What follows belongs to an exercise in optimizing a design on an open flow for small area, a short achievable clock period and few clock cycles per item; a production flow would make more cautious choices.
In this exercise RTL edits were held to simulation tests only and were not proved equivalent to the original.
Power figures rest on the tool's default switching activity, not on a simulated workload.

== rev 12 ==
==> flow/design.v <==
package tea_pkg;
    typedef logic [31:0] word_t;
    localparam word_t tea_delta = 32'h9e3779b9;
    function automatic logic [1023:0] sum_table();
        logic [1023:0] t;
        word_t s;
        s = '0;
        for (int j = 0; j < 32; j++) begin
            s = s + tea_delta;
            t[j*32 +: 32] = s;
        end
        sum_table = t;
    endfunction
    localparam logic [1023:0] sum_tab = sum_table();
    function automatic logic [32:0] add32(input word_t a, input word_t b, input logic cin);
        word_t pp, gg, p0, g0, c;
        int    j;
        p0 = a ^ b;
        g0 = a & b;
        pp = p0;
        gg = g0;
        gg[0] = gg[0] | (pp[0] & cin);
        for (int l = 0; l < 5; l++) begin
            for (int i = 31; i >= 0; i--) begin
                if (l == 0 && i == 1) begin
                    gg[i] = g0[1] | ((p0[1] & a[0]) & b[0]) | ((p0[1] & p0[0]) & cin);
                    pp[i] = p0[1] & p0[0];
                end else if (l > 0 && i == (1 << l)) begin
                    gg[i] = g0[i] | (p0[i] & g0[i - 1]) | (p0[i] & p0[i - 1] & gg[i - 2]);
                    pp[i] = p0[i] & p0[i - 1] & pp[i - 2];
                end else if ((i >> l) & 1) begin
                    j = ((i >> l) << l) - 1;
                    gg[i] = gg[i] | (pp[i] & gg[j]);
                    pp[i] = pp[i] & pp[j];
                end
            end
        end
        c = {gg[30:0], cin};
        add32 = {gg[31], p0 ^ c};
    endfunction
endpackage
`timescale 1ns/1ps
module crypt_machine #(
    parameter int data_in_w = 32,
    parameter int rounds    = 32
) (
    input  logic                  clk,
    input  logic                  resetn,
    input  logic [data_in_w-1:0]  data_in,
    input  logic                  go,
    input  logic                  decrypt,
    output logic                  done,
    output tea_pkg::word_t        display
);
    logic            s_load;       
    logic            s_load_rel;   
    logic            s_wait_op;    
    logic            s_run;        
    logic            s_wait_dec;   
    logic            s_wait_clr;   
    logic            s_clr_rel;    
    logic            s_start;      
    logic            op_dec;       
    logic            running;      
    logic [2:0]      widx;
    logic            dec;        
    logic [6:0]      t;          
    tea_pkg::word_t  p, q;
    tea_pkg::word_t  r0, r1, r2, r3;
    tea_pkg::word_t  g;          
    logic            cin;
    tea_pkg::word_t  s;          
    logic press_enc, press_dec;
    assign press_enc = s_wait_op && go;
    assign press_dec = (s_wait_op && !go && decrypt) || (s_wait_dec && decrypt);
    logic start_enc, start_dec, start;
    assign start     = s_start;
    assign start_enc = s_start && !op_dec;
    assign start_dec = s_start && op_dec;
    logic last;
    assign last = running && t[6];
    tea_pkg::word_t nw;
    logic           ovf;
    assign {ovf, nw} = tea_pkg::add32(p, g, cin);
    logic [27:0] a_x, a_y, a_z, a_s, a_c;
    logic [32:0] a_sum;
    assign a_x   = p[27:0];
    assign a_y   = g[27:0];
    assign a_z   = r0[31:4];
    assign a_s   = a_x ^ a_y ^ a_z;
    assign a_c   = (a_x & a_y) | (a_x & a_z) | (a_y & a_z);
    assign a_sum = tea_pkg::add32({4'd0, a_s}, {4'd0, a_c[26:0], cin}, 1'b0);
    tea_pkg::word_t b_s, b_c;
    logic [32:0]    b_sum;
    assign b_s   = p ^ g ^ s;
    assign b_c   = (p & g) | (p & s) | (g & s);
    assign b_sum = tea_pkg::add32(b_s, {b_c[30:0], cin}, 1'b0);
    tea_pkg::word_t c_z, c_s, c_c;
    logic [32:0]    c_sum;
    logic           c27;
    assign c_z   = {r1[26:0], 5'd0};
    assign c_s   = p ^ g ^ c_z;
    assign c_c   = (p & g) | (p & c_z) | (g & c_z);
    assign c_sum = tea_pkg::add32(c_s, {c_c[30:0], cin}, 1'b0);
    assign c27   = ovf ? (c_c[31] && c_sum[32]) : (c_c[31] || c_sum[32]);
    logic [4:0] r1_hi, r1_hi1;
    assign r1_hi  = r1[31:27];
    assign r1_hi1 = r1[31:27] + 5'd1;
    tea_pkg::word_t f_lo, g_nx;
    logic [4:0]     x_hi, g_hi0, g_hi1;
    assign f_lo  = {a_sum[27:0], r0[3:0]} ^ b_sum[31:0] ^ {5'd0, c_sum[31:5]};
    assign x_hi  = f_lo[31:27] ^ {5{dec}};
    assign g_hi0 = (x_hi ^ r1_hi)  & {5{m_n}};
    assign g_hi1 = (x_hi ^ r1_hi1) & {5{m_n}};
    assign g_nx  = {c27 ? g_hi1 : g_hi0, (f_lo[26:0] ^ {27{dec}}) & {27{m_n}}};
    logic       dec_n, m_n;
    assign dec_n = start ? start_dec : (running ? dec : 1'b1);
    assign m_n   = start ? start_dec : (running && (!dec || (t[5:0] != 6'd63)));
    logic [4:0] jh, sidx;
    assign jh   = t[5:1] + {4'd0, dec | t[0]};
    assign sidx = running ? (jh ^ {5{dec}}) : 5'd31;
    always_ff @(posedge clk) begin
        g    <= g_nx;
        cin  <= m_n && dec;
        s    <= start_enc ? tea_pkg::tea_delta : tea_pkg::sum_tab[sidx*32 +: 32];
    end
    logic load_q, load_p;
    assign load_q = s_load && (widx <= 3'd1);
    assign load_p = s_load_rel && (widx == 3'd0);
    logic rot, load_r2, load_r3;
    assign rot     = start || running ||
                     (s_load_rel && !go && ((widx == 3'd3) || (widx == 3'd5)));
    assign load_r2 = s_load && ((widx == 3'd2) || (widx == 3'd4));
    assign load_r3 = s_load && ((widx == 3'd3) || (widx == 3'd5));
    always_ff @(posedge clk) begin
        if (load_q || running || start) begin
            q <= load_q ? data_in : nw;
        end
        if (load_p || running || start) begin
            p <= q;
        end
        if (rot) begin
            r0 <= r2;
            r1 <= r3;
        end
        if (rot || load_r2) begin
            r2 <= load_r2 ? data_in : r0;
        end
        if (rot || load_r3) begin
            r3 <= load_r3 ? data_in : r1;
        end
    end
    logic last_word;
    assign last_word = (widx == 3'd5);
    always_ff @(posedge clk) begin
        if (!resetn) begin
            s_load     <= 1'b1;
            s_load_rel <= 1'b0;
            s_wait_op  <= 1'b0;
            s_start    <= 1'b0;
            s_run      <= 1'b0;
            s_wait_dec <= 1'b0;
            s_wait_clr <= 1'b0;
            s_clr_rel  <= 1'b0;
            running    <= 1'b0;
            widx       <= '0;
            done       <= 1'b0;
        end else begin
            s_load     <= (s_load && !go) || (s_load_rel && !go && !last_word) ||
                          (s_clr_rel && !go);
            s_load_rel <= (s_load || s_load_rel) && go;
            s_wait_op  <= (s_load_rel && !go && last_word) ||
                          (s_wait_op && !go && !decrypt);
            s_start    <= press_enc || press_dec;
            s_run      <= s_start || (s_run && !done);
            s_wait_dec <= (s_run && done && !dec) || (s_wait_dec && !decrypt && !go);
            s_wait_clr <= (s_run && done && dec) || (s_wait_clr && !go);
            s_clr_rel  <= (s_wait_dec && !decrypt && go) || ((s_wait_clr || s_clr_rel) && go);
            running    <= start || (running && !t[6]);
            done       <= last;
            if (s_load_rel && !go) begin
                widx <= widx + 3'd1;
            end else if (s_clr_rel && !go) begin
                widx <= '0;
            end
        end
    end
    always_ff @(posedge clk) begin
        op_dec <= press_dec;
        dec <= dec_n;
        if (start) begin
            t <= '0;
        end else if (running) begin
            t <= t + 7'd1;
        end
    end
    always_ff @(posedge clk) begin
        if (!resetn || s_clr_rel) begin
            display <= '0;
        end else if (last) begin
            display <= {nw[15:0], q[15:0]};
        end
    end
endmodule
==> flow/config.mk <==
export PLATFORM = sky130hd
export DESIGN_NAME = crypt_machine
export DESIGN_NICKNAME = crypt_machine
export VERILOG_FILES = /design/flow/design.v
export SDC_FILE = /design/flow/constraint.sdc
export NUM_CORES = 4
export LEC_CHECK = 0
export CAP_MARGIN = 20
export CORE_MARGIN = 2
export CORE_UTILIZATION = 50
export CTS_CLUSTER_DIAMETER = 100
export CTS_CLUSTER_SIZE = 24
export PLACE_DENSITY = 0.7
export SLEW_MARGIN = 20
==> flow/constraint.sdc <==
create_clock -name core_clock -period 12.0 [get_ports {clk}]
set_input_delay 2.4000 -clock core_clock [delete_from_list [all_inputs] [get_ports {clk}]]
set_output_delay 2.4000 -clock core_clock [all_outputs]
set_load 0.01 [all_outputs]
standard.sh (not shown) runs the stock make flow with config.mk's settings and CLKGATE_MAP_FILE= SYNTH_SCRIPT=/design/flow/synth_recipe.tcl, a recipe that flattens the netlist after the stock synthesis.
==> flow/flow/run.sh <==
#!/bin/bash
set -euo pipefail
export SETUP_SLACK_MARGIN=8.3
export BUFFER_PORTS_ARGS="-buffer_cell sky130_fd_sc_hd__buf_4"
bash standard.sh MATCH_CELL_FOOTPRINT=0 finish > standard.log 2>&1
Rev 12 reached the final stage; the timing, DRC and antenna checks on its layout passed.
Testbench counts of rev 12, summed over its fixed seeds: cycles 7,848, ops 96.
Inputs modified between rev 12 and rev 13:
diff --git a/flow/design.v b/flow/design.v
--- a/flow/design.v
+++ b/flow/design.v
@@ -125,13 +125,12 @@
         s    <= start_enc ? tea_pkg::tea_delta : tea_pkg::sum_tab[sidx*32 +: 32];
     end
     logic load_q, load_p;
     assign load_q = s_load && (widx <= 3'd1);
     assign load_p = s_load_rel && (widx == 3'd0);
-    logic rot, load_r2, load_r3;
-    assign rot     = start || running ||
-                     (s_load_rel && !go && ((widx == 3'd3) || (widx == 3'd5)));
+    logic rot, rot_load, load_r2, load_r3;
+    assign rot     = start || running || rot_load;
     assign load_r2 = s_load && ((widx == 3'd2) || (widx == 3'd4));
     assign load_r3 = s_load && ((widx == 3'd3) || (widx == 3'd5));
     always_ff @(posedge clk) begin
         if (load_q || running || start) begin
             q <= load_q ? data_in : nw;
@@ -161,10 +160,11 @@
             s_run      <= 1'b0;
             s_wait_dec <= 1'b0;
             s_wait_clr <= 1'b0;
             s_clr_rel  <= 1'b0;
             running    <= 1'b0;
+            rot_load   <= 1'b0;
             widx       <= '0;
             done       <= 1'b0;
         end else begin
             s_load     <= (s_load && !go) || (s_load_rel && !go && !last_word) ||
                           (s_clr_rel && !go);
@@ -175,10 +175,11 @@
             s_run      <= s_start || (s_run && !done);
             s_wait_dec <= (s_run && done && !dec) || (s_wait_dec && !decrypt && !go);
             s_wait_clr <= (s_run && done && dec) || (s_wait_clr && !go);
             s_clr_rel  <= (s_wait_dec && !decrypt && go) || ((s_wait_clr || s_clr_rel) && go);
             running    <= start || (running && !t[6]);
+            rot_load   <= s_load_rel && !go && ((widx == 3'd3) || last_word);
             done       <= last;
             if (s_load_rel && !go) begin
                 widx <= widx + 3'd1;
             end else if (s_clr_rel && !go) begin
                 widx <= '0;
Results
Rev 12 → rev 13: power higher, share of the clock period used by the worst path after layout higher, static leakage power higher, global placer's final weighted congestion lower, fmax lower.
Rev 13 vs. rev 12: fraction of area in multi-input gates went up 0.88 points; met3 wire length went down about 7%; clock power went up 10%.
The area used by sequential logic in the layout of rev 12 and that of rev 13 are within noise of each other.
Testbench counts of rev 13, summed over its fixed seeds: cycles 7,848, ops 96.

## what the ideal ports hide
The results above use ideal ports. As a check the final layouts listed here were re-extracted and re-timed, cells and wires unchanged. Step 1 assumes that a clkbuf_16 drives the clock port and a buf_2 every other input. Step 2 times the ports against the registers' clock, not the clock port: input delays grow and output delays shrink by t, the midpoint of the rising clock arrivals with the driver on. Slacks: ideal ports / drivers / drivers and shift; pairs: ideal ports / drivers.
run	shift t [ns]	slack for setup (ns)	worst hold slack (ns)
rev 12	0.571	8.384 / 8.384 / 7.980	0.421 / 0.421 / 0.421
rev 13	0.570	8.291 / 8.291 / 8.291	0.409 / 0.409 / 0.409
After both steps every run listed still meets setup and hold. For rev 12, which loses most, drivers alone change the setup slack by 0.000 ns; drivers and shift together by -0.404 ns.
